This is an optimization exercise on Yosys and OpenROAD, whose aim is small area, a short achievable clock period and few clock cycles, not a production implementation.
RTL that was checked went through simulation tests only; none was proved equivalent to the original.

==> wip/quartz: inputs <==
==> flow/design.v <==
module shared_mem_responder #(
    parameter int ADDR_W = 16,
    parameter int DATA_W = 16,
    parameter int DEPTH  = 256
) (
    input  logic                clk,
    input  logic                rst_n,
    input  logic [2:0]          read,
    input  logic [2:0]          write,
    input  logic [3*ADDR_W-1:0] address,
    input  logic [3*DATA_W-1:0] data_in,
    output logic [3*DATA_W-1:0] data_out,
    output logic [2:0]          ack,
    output logic                busy,
    output logic [1:0]          grant_id,
    output logic                err_oor,
    output logic                err_proto
);
    localparam int IDX_W = $clog2(DEPTH);
    localparam int GRP_W = 2;                  
    localparam int NGRP  = 1 << GRP_W;
    logic [DATA_W-1:0] mem_q [DEPTH];
    logic [2:0] inflight_q;
    logic [2:0] elig;
    logic [2:0] pick;
    assign elig = (read | write) & ~inflight_q;
    assign pick = {elig[2] & ~elig[1] & ~elig[0], elig[1] & ~elig[0], elig[0]};
    logic              s1_valid_q;
    logic [1:0]        s1_core_q;
    logic              s1_rd_q, s1_wr_q, s1_oor_q;
    logic [IDX_W-1:0]  s1_addr_q;
    logic [DATA_W-1:0] s1_wdata_q;
    logic [ADDR_W-1:0] p_addr;
    logic [DATA_W-1:0] p_wdata;
    logic              p_rd, p_wr;
    logic [1:0]        p_core;
    assign p_addr  = ({ADDR_W{pick[0]}} & address[0*ADDR_W +: ADDR_W])
                   | ({ADDR_W{pick[1]}} & address[1*ADDR_W +: ADDR_W])
                   | ({ADDR_W{pick[2]}} & address[2*ADDR_W +: ADDR_W]);
    assign p_wdata = ({DATA_W{pick[0]}} & data_in[0*DATA_W +: DATA_W])
                   | ({DATA_W{pick[1]}} & data_in[1*DATA_W +: DATA_W])
                   | ({DATA_W{pick[2]}} & data_in[2*DATA_W +: DATA_W]);
    assign p_rd    = |(pick & read);
    assign p_wr    = |(pick & write);
    assign p_core  = {pick[2], pick[1]};
    logic              s2_valid_q;
    logic [1:0]        s2_core_q;
    logic              s2_ld_q, s2_oor_q, s2_proto_q;
    logic [GRP_W-1:0]  s2_grp_q;
    logic [DATA_W-1:0] s2_cand_q [NGRP];
    logic mem_we;
    assign mem_we = s1_valid_q & s1_wr_q & ~s1_oor_q;
    logic [2:0]          ack_q;
    logic                busy_q;
    logic [1:0]          grant_q;
    logic [3*DATA_W-1:0] data_out_q;
    logic                err_oor_q, err_proto_q;
    logic [DATA_W-1:0]   rdata;
    logic [2:0]          ack_nx;
    assign rdata  = s2_oor_q ? '0 : s2_cand_q[s2_grp_q];
    assign ack_nx = s2_valid_q ? (3'b001 << s2_core_q) : 3'b000;
    always_ff @(posedge clk or negedge rst_n) begin
        if (!rst_n) begin
            inflight_q  <= 3'b000;
            s1_valid_q  <= 1'b0;
            s2_valid_q  <= 1'b0;
            ack_q       <= 3'b000;
            busy_q      <= 1'b0;
            grant_q     <= 2'd2;
            data_out_q  <= '0;
            err_oor_q   <= 1'b0;
            err_proto_q <= 1'b0;
        end else begin
            inflight_q <= (inflight_q | pick) & ~ack_nx;
            s1_valid_q <= |pick;
            s2_valid_q <= s1_valid_q;
            ack_q      <= ack_nx;
            busy_q     <= s2_valid_q;
            if (s2_valid_q) begin
                grant_q <= s2_core_q;
                if (s2_ld_q) data_out_q[int'(s2_core_q)*DATA_W +: DATA_W] <= rdata;
                if (s2_oor_q)   err_oor_q   <= 1'b1;
                if (s2_proto_q) err_proto_q <= 1'b1;
            end
        end
    end
    always_ff @(posedge clk) begin
        s1_core_q  <= p_core;
        s1_rd_q    <= p_rd;
        s1_wr_q    <= p_wr;
        s1_oor_q   <= |p_addr[ADDR_W-1:IDX_W];
        s1_addr_q  <= p_addr[IDX_W-1:0];
        s1_wdata_q <= p_wdata;
        s2_core_q  <= s1_core_q;
        s2_ld_q    <= s1_rd_q & ~s1_wr_q;
        s2_oor_q   <= s1_oor_q;
        s2_proto_q <= s1_rd_q & s1_wr_q;
        s2_grp_q   <= s1_addr_q[GRP_W-1:0];
        for (int g = 0; g < NGRP; g++)
            s2_cand_q[g] <= mem_q[{s1_addr_q[IDX_W-1:GRP_W], GRP_W'(g)}];
    end
    always_ff @(posedge clk) begin
        if (mem_we) mem_q[s1_addr_q] <= s1_wdata_q;
    end
    assign ack       = ack_q;
    assign busy      = busy_q;
    assign grant_id  = grant_q;
    assign data_out  = data_out_q;
    assign err_oor   = err_oor_q;
    assign err_proto = err_proto_q;
endmodule
==> flow/run.sh <==
#!/bin/bash
# synth_recipe.tcl (not shown) runs the flow's synth.tcl, then flattens the netlist and writes it again
# the make line also repeats each setting of config.mk as NAME=value (left out here)
make -C /OpenROAD-flow-scripts/flow DESIGN_CONFIG=/design/flow/config.mk WORK_HOME=/design/flow/orfs CLKGATE_MAP_FILE= SYNTH_SCRIPT=/design/flow/synth_recipe.tcl finish
==> flow/config.mk <==
export PLATFORM = sky130hd
export DESIGN_NAME = shared_mem_responder
export DESIGN_NICKNAME = shared_mem_responder
export VERILOG_FILES = /design/flow/design.v
export SDC_FILE = /design/flow/constraint.sdc
export NUM_CORES = 4
export LEC_CHECK = 0
export CAP_MARGIN = 20
export CORE_MARGIN = 2
export CORE_UTILIZATION = 40
export SLEW_MARGIN = 20
==> flow/constraint.sdc <==
create_clock -name core_clock -period 6.0 [get_ports {clk}]
set_input_delay 1.2000 -clock core_clock [delete_from_list [all_inputs] [get_ports {clk}]]
set_output_delay 1.2000 -clock core_clock [all_outputs]
set_load 0.01 [all_outputs]
==> wip/raven: changes against wip/quartz <==
==> flow/design.v, changed modules only <==
module shared_mem_responder #(
    parameter int ADDR_W = 16,
    parameter int DATA_W = 16,
    parameter int DEPTH  = 256
) (
    input  logic                clk,
    input  logic                rst_n,
    input  logic [2:0]          read,
    input  logic [2:0]          write,
    input  logic [3*ADDR_W-1:0] address,
    input  logic [3*DATA_W-1:0] data_in,
    output logic [3*DATA_W-1:0] data_out,
    output logic [2:0]          ack,
    output logic                busy,
    output logic [1:0]          grant_id,
    output logic                err_oor,
    output logic                err_proto
);
    localparam int IDX_W = $clog2(DEPTH);
    localparam int GRP_W = 2;                  
    localparam int NGRP  = 1 << GRP_W;
    logic [DEPTH-1:0][DATA_W-1:0] mem_q;
    logic [2:0] inflight_q;
    logic [2:0] elig;
    logic [2:0] pick;
    assign elig = (read | write) & ~inflight_q;
    assign pick = {elig[2] & ~elig[1] & ~elig[0], elig[1] & ~elig[0], elig[0]};
    logic              s1_valid_q;
    logic [1:0]        s1_core_q;
    logic              s1_rd_q, s1_wr_q, s1_oor_q;
    logic [IDX_W-1:0]  s1_addr_q;
    logic [15:0]       s1_hi_q;       
    logic [3:0]        s1_mid_q;      
    logic [3:0]        s1_lo_q;       
    logic [DATA_W-1:0] s1_wdata_q;
    logic [ADDR_W-1:0] p_addr;
    logic [DATA_W-1:0] p_wdata;
    logic              p_rd, p_wr;
    logic [1:0]        p_core;
    assign p_addr  = ({ADDR_W{pick[0]}} & address[0*ADDR_W +: ADDR_W])
                   | ({ADDR_W{pick[1]}} & address[1*ADDR_W +: ADDR_W])
                   | ({ADDR_W{pick[2]}} & address[2*ADDR_W +: ADDR_W]);
    assign p_wdata = ({DATA_W{pick[0]}} & data_in[0*DATA_W +: DATA_W])
                   | ({DATA_W{pick[1]}} & data_in[1*DATA_W +: DATA_W])
                   | ({DATA_W{pick[2]}} & data_in[2*DATA_W +: DATA_W]);
    assign p_rd    = |(pick & read);
    assign p_wr    = |(pick & write);
    assign p_core  = {pick[2], pick[1]};
    logic              s2_valid_q;
    logic [1:0]        s2_core_q;
    logic              s2_ld_q, s2_oor_q, s2_proto_q;
    logic [GRP_W-1:0]  s2_grp_q;
    logic [DATA_W-1:0] s2_cand_q [NGRP];
    logic s1_wen_q, s1_keep_q;
    logic p_wen;
    assign p_wen = p_wr & ~|p_addr[ADDR_W-1:IDX_W];
    logic [2:0]          ack_q;
    logic                busy_q;
    logic [1:0]          grant_q;
    logic [3*DATA_W-1:0] data_out_q;
    logic                err_oor_q, err_proto_q;
    logic [DATA_W-1:0]   rdata;
    logic [2:0]          ack_nx;
    assign rdata  = s2_oor_q ? '0 : s2_cand_q[s2_grp_q];
    assign ack_nx = s2_valid_q ? (3'b001 << s2_core_q) : 3'b000;
    always_ff @(posedge clk or negedge rst_n) begin
        if (!rst_n) begin
            inflight_q  <= 3'b000;
            s1_valid_q  <= 1'b0;
            s1_wen_q    <= 1'b0;
            s1_keep_q   <= 1'b1;
            s2_valid_q  <= 1'b0;
            ack_q       <= 3'b000;
            busy_q      <= 1'b0;
            grant_q     <= 2'd2;
            data_out_q  <= '0;
            err_oor_q   <= 1'b0;
            err_proto_q <= 1'b0;
        end else begin
            inflight_q <= (inflight_q | pick) & ~ack_nx;
            s1_valid_q <= |pick;
            s1_wen_q   <= p_wen;
            s1_keep_q  <= ~p_wen;
            s2_valid_q <= s1_valid_q;
            ack_q      <= ack_nx;
            busy_q     <= s2_valid_q;
            if (s2_valid_q) begin
                grant_q <= s2_core_q;
                if (s2_ld_q) data_out_q[int'(s2_core_q)*DATA_W +: DATA_W] <= rdata;
                if (s2_oor_q)   err_oor_q   <= 1'b1;
                if (s2_proto_q) err_proto_q <= 1'b1;
            end
        end
    end
    always_ff @(posedge clk) begin
        s1_core_q  <= p_core;
        s1_rd_q    <= p_rd;
        s1_wr_q    <= p_wr;
        s1_oor_q   <= |p_addr[ADDR_W-1:IDX_W];
        s1_addr_q  <= p_addr[IDX_W-1:0];
        s1_hi_q    <= 16'd1 << p_addr[7:4];
        s1_mid_q   <= 4'd1 << p_addr[3:2];
        s1_lo_q    <= 4'd1 << p_addr[1:0];
        s1_wdata_q <= p_wdata;
        s2_core_q  <= s1_core_q;
        s2_ld_q    <= s1_rd_q & ~s1_wr_q;
        s2_oor_q   <= s1_oor_q;
        s2_proto_q <= s1_rd_q & s1_wr_q;
        s2_grp_q   <= s1_addr_q[GRP_W-1:0];
        for (int g = 0; g < NGRP; g++)
            s2_cand_q[g] <= cand[g];
    end
    logic [DATA_W-1:0] cand [NGRP];
    always_comb begin
        for (int g = 0; g < NGRP; g++) begin
            cand[g] = '0;
            for (int a = 0; a < 16; a++)
                for (int b = 0; b < 4; b++)
                    cand[g] = cand[g] | ({DATA_W{s1_hi_q[a] & s1_mid_q[b]}} & mem_q[16*a + 4*b + g]);
        end
    end
    for (genvar w = 0; w < DEPTH; w++) begin : g_word
        logic sel_w, we_w, keep_w;
        assign sel_w  = s1_hi_q[w/16] & s1_mid_q[(w/4)%4] & s1_lo_q[w%4];
        assign we_w   = s1_wen_q & sel_w;
        assign keep_w = s1_keep_q | ~sel_w;
        always_ff @(posedge clk) begin
            mem_q[w] <= ({DATA_W{we_w}} & s1_wdata_q) | ({DATA_W{keep_w}} & mem_q[w]);
        end
    end
    assign ack       = ack_q;
    assign busy      = busy_q;
    assign grant_id  = grant_q;
    assign data_out  = data_out_q;
    assign err_oor   = err_oor_q;
    assign err_proto = err_proto_q;
endmodule
CORE_UTILIZATION = 55   (was 40)
CTS_CLUSTER_DIAMETER = 60   (was not set)
CTS_CLUSTER_SIZE = 30   (was not set)
PLACE_DENSITY = 0.65   (was not set)
SETUP_SLACK_MARGIN = 3.3   (was not set)
==> wip/lagoon: changes against wip/quartz <==
==> flow/design.v, changed modules only <==
module shared_mem_responder #(
    parameter int ADDR_W = 16,
    parameter int DATA_W = 16,
    parameter int DEPTH  = 256
) (
    input  logic                clk,
    input  logic                rst_n,
    input  logic [2:0]          read,
    input  logic [2:0]          write,
    input  logic [3*ADDR_W-1:0] address,
    input  logic [3*DATA_W-1:0] data_in,
    output logic [3*DATA_W-1:0] data_out,
    output logic [2:0]          ack,
    output logic                busy,
    output logic [1:0]          grant_id,
    output logic                err_oor,
    output logic                err_proto
);
    localparam int GRP_W = 3;                  
    localparam int NGRP  = 1 << GRP_W;
    localparam int NRSEL = DEPTH / 4;          
    logic [DEPTH-1:0][DATA_W-1:0] mem_q;
    logic [2:0] inflight_q;
    logic [2:0] elig;
    logic [2:0] pick;
    assign elig = (read | write) & ~inflight_q;
    assign pick = {elig[2] & ~elig[1] & ~elig[0], elig[1] & ~elig[0], elig[0]};
    logic [ADDR_W-1:0] p_addr;
    logic [DATA_W-1:0] p_wdata;
    logic              p_rd, p_wr, p_oor, p_wen;
    logic [1:0]        p_core;
    assign p_addr  = ({ADDR_W{pick[0]}} & address[0*ADDR_W +: ADDR_W])
                   | ({ADDR_W{pick[1]}} & address[1*ADDR_W +: ADDR_W])
                   | ({ADDR_W{pick[2]}} & address[2*ADDR_W +: ADDR_W]);
    assign p_wdata = ({DATA_W{pick[0]}} & data_in[0*DATA_W +: DATA_W])
                   | ({DATA_W{pick[1]}} & data_in[1*DATA_W +: DATA_W])
                   | ({DATA_W{pick[2]}} & data_in[2*DATA_W +: DATA_W]);
    assign p_rd    = |(pick & read);
    assign p_wr    = |(pick & write);
    assign p_core  = {pick[2], pick[1]};
    assign p_oor   = |p_addr[ADDR_W-1:8];
    assign p_wen   = p_wr & ~p_oor;
    logic              s1_valid_q;
    logic [1:0]        s1_core_q;
    logic              s1_rd_q, s1_wr_q, s1_oor_q;
    logic [GRP_W-1:0]  s1_grp_q;        
    logic [NRSEL-1:0]  s1_rsel_q;       
    logic [15:0]       s1_ml_q;         
    logic [15:0]       s1_hiw_q;        
    logic [15:0]       s1_hik_q;        
    logic [DATA_W-1:0] s1_wdata_q;
    logic              s2_valid_q;
    logic [1:0]        s2_core_q;
    logic              s2_ld_q, s2_oor_q, s2_proto_q;
    logic [NGRP-1:0]   s2_gsel_q;       
    logic [DATA_W-1:0] s2_cand_q [NGRP];
    logic [DATA_W-1:0] cand [NGRP];
    always_comb begin
        for (int g = 0; g < NGRP; g++) cand[g] = '0;
        for (int w = 0; w < DEPTH; w++)
            cand[w % NGRP] = cand[w % NGRP]
                | ({DATA_W{s1_rsel_q[w / 4]}} & mem_q[w]);
    end
    for (genvar w = 0; w < DEPTH; w++) begin : g_word
        logic we_w, keep_w;
        assign we_w   = s1_hiw_q[w / 16] & s1_ml_q[w % 16];
        assign keep_w = s1_hik_q[w / 16] | ~s1_ml_q[w % 16];
        always_ff @(posedge clk) begin
            mem_q[w] <= ({DATA_W{we_w}} & s1_wdata_q) | ({DATA_W{keep_w}} & mem_q[w]);
        end
    end
    logic [2:0]          ack_q;
    logic                busy_q;
    logic [1:0]          grant_q;         
    logic [3*DATA_W-1:0] data_out_q;
    logic                err_oor_q, err_proto_q;
    logic [DATA_W-1:0]   rdata;
    logic [2:0]          ack_nx;
    always_comb begin
        rdata = '0;
        for (int g = 0; g < NGRP; g++)
            rdata = rdata | ({DATA_W{s2_gsel_q[g]}} & s2_cand_q[g]);
    end
    assign ack_nx = s2_valid_q ? (3'b001 << s2_core_q) : 3'b000;
    always_ff @(posedge clk or negedge rst_n) begin
        if (!rst_n) begin
            inflight_q  <= 3'b000;
            s1_valid_q  <= 1'b0;
            s1_hiw_q    <= '0;
            s1_hik_q    <= '1;
            s2_valid_q  <= 1'b0;
            ack_q       <= 3'b000;
            busy_q      <= 1'b0;
            grant_q     <= 2'd0;
            data_out_q  <= '0;
            err_oor_q   <= 1'b0;
            err_proto_q <= 1'b0;
        end else begin
            inflight_q <= (inflight_q | pick) & ~ack_nx;
            s1_valid_q <= |pick;
            s1_hiw_q   <= {16{p_wen}} & (16'd1 << p_addr[7:4]);
            s1_hik_q   <= ~({16{p_wen}} & (16'd1 << p_addr[7:4]));
            s2_valid_q <= s1_valid_q;
            ack_q      <= ack_nx;
            busy_q     <= s2_valid_q;
            if (s2_valid_q) begin
                grant_q <= {~s2_core_q[1], s2_core_q[0]};
                if (s2_ld_q) data_out_q[int'(s2_core_q)*DATA_W +: DATA_W] <= rdata;
                if (s2_oor_q)   err_oor_q   <= 1'b1;
                if (s2_proto_q) err_proto_q <= 1'b1;
            end
        end
    end
    always_ff @(posedge clk) begin
        s1_core_q  <= p_core;
        s1_rd_q    <= p_rd;
        s1_wr_q    <= p_wr;
        s1_oor_q   <= p_oor;
        s1_grp_q   <= p_addr[GRP_W-1:0];
        s1_rsel_q  <= NRSEL'(1) << p_addr[7:2];
        s1_ml_q    <= 16'd1 << p_addr[3:0];
        s1_wdata_q <= p_wdata;
        s2_core_q  <= s1_core_q;
        s2_ld_q    <= s1_rd_q & ~s1_wr_q;
        s2_oor_q   <= s1_oor_q;
        s2_proto_q <= s1_rd_q & s1_wr_q;
        s2_gsel_q  <= s1_oor_q ? '0 : NGRP'(1) << s1_grp_q;
        for (int g = 0; g < NGRP; g++)
            s2_cand_q[g] <= cand[g];
    end
    assign ack       = ack_q;
    assign busy      = busy_q;
    assign grant_id  = {~grant_q[1], grant_q[0]};
    assign data_out  = data_out_q;
    assign err_oor   = err_oor_q;
    assign err_proto = err_proto_q;
endmodule
CORE_UTILIZATION = 50   (was 40)
CTS_CLUSTER_DIAMETER = 100   (was not set)
CTS_CLUSTER_SIZE = 25   (was not set)
PLACE_DENSITY = 0.62   (was not set)
SETUP_SLACK_MARGIN = 3.3   (was not set)
==> reports/results.ini <==
[sta]
skew_ns = 0.0406
tightest_slew_ns = 1.22
rsz_0062_raised_after_global_routing = no
timing.final.max_slew_violations = 0

[global_routing]
use_met2 = 0.314

[worst_setup_path]
cp.buffers_inverters = 1
reg2regPathDepth = 5

[synth]
synth_adder_area_share = 0.000391
netlist_top_cells_count = edfxtp_1 (4096), mux4_2 (1040), a22oi_1 (512), nor2_1 (262), a21oi_1 (256)

[power]
seqPwrFrac = 0.447
p_int_mw = 60.2

[status]
run_status = complete, no violations

[die]
fp.dieArea_sq_um = 405000

[layout]
fin_nets = 7723
n_all_inverters = 2

-- figures above: wip/quartz

==> reports/results.ini <==
[synth]
synth_adder_area_share = 0.000406

[worst_setup_path]
reg2regPathDepth = 6
cp.buffers_inverters = 2

[sta]
timing.final.max_slew_violations = 0
skew_ns = 0.0492
rsz_0062_raised_after_global_routing = yes
tightest_slew_ns = 1.42

[global_routing]
use_met2 = 0.742

[power]
seqPwrFrac = 0.458
p_int_mw = 45.8

[status]
run_status = complete, no violations

-- figures above: wip/raven

==> reports/results.ini <==
[layout]
fin_nets = 13000
n_all_inverters = 6

[status]
check-failures = max-slew violations
run_status = failed layout checks

[power]
p_int_mw = 45.4

[sta]
rsz_0062_raised_after_global_routing = yes
timing.final.max_slew_violations = 25

[worst_setup_path]
reg2regPathDepth = 2

[synth]
netlist_top_cells_count = a22o_1 (4400), dfxtp_1 (4341), clkbuf_1 (1792), a22oi_1 (1600), nand3_1 (278)

[global_routing]
use_met2 = 0.634

-- figures above: wip/lagoon

Testbench counts of wip/lagoon, summed over its fixed seeds: cycles 24,016.
Only the layout flow was run in wip/quartz and wip/raven; the RTL was not checked for function there.

re-timing with driven ports:
The flow's constraints put no driver on any port. The routed layouts listed below were extracted and timed again, unchanged, in two steps.
Step 1: set_driving_cell puts a clkbuf_16 on clk and a buf_2 on each other input, an assumption about the parent block.
Step 2 times the ports against the registers' clock, not the clock port: input delays grow and output delays shrink by t, the midpoint of the rising clock arrivals with the driver on.
a / b / c = ideal / step 1 / step 2; a / b = the first two.
run | t (ns) | setup WS [ns] | worst setup path after step 2 | worst register clock-pin slew, ns
wip/quartz | 1.055 | 2.045 / 2.045 / 2.045 | register to register | 0.07 / 0.07
wip/raven | 1.131 | 2.632 / 2.632 / 2.420 | input to register | 0.11 / 0.11
wip/lagoon | 1.061 | 3.086 / 3.086 / 2.278 | input to register | 0.11 / 0.11
For wip/lagoon, which loses most, drivers alone change the setup slack by 0.000 ns; drivers and shift together by -0.808 ns.
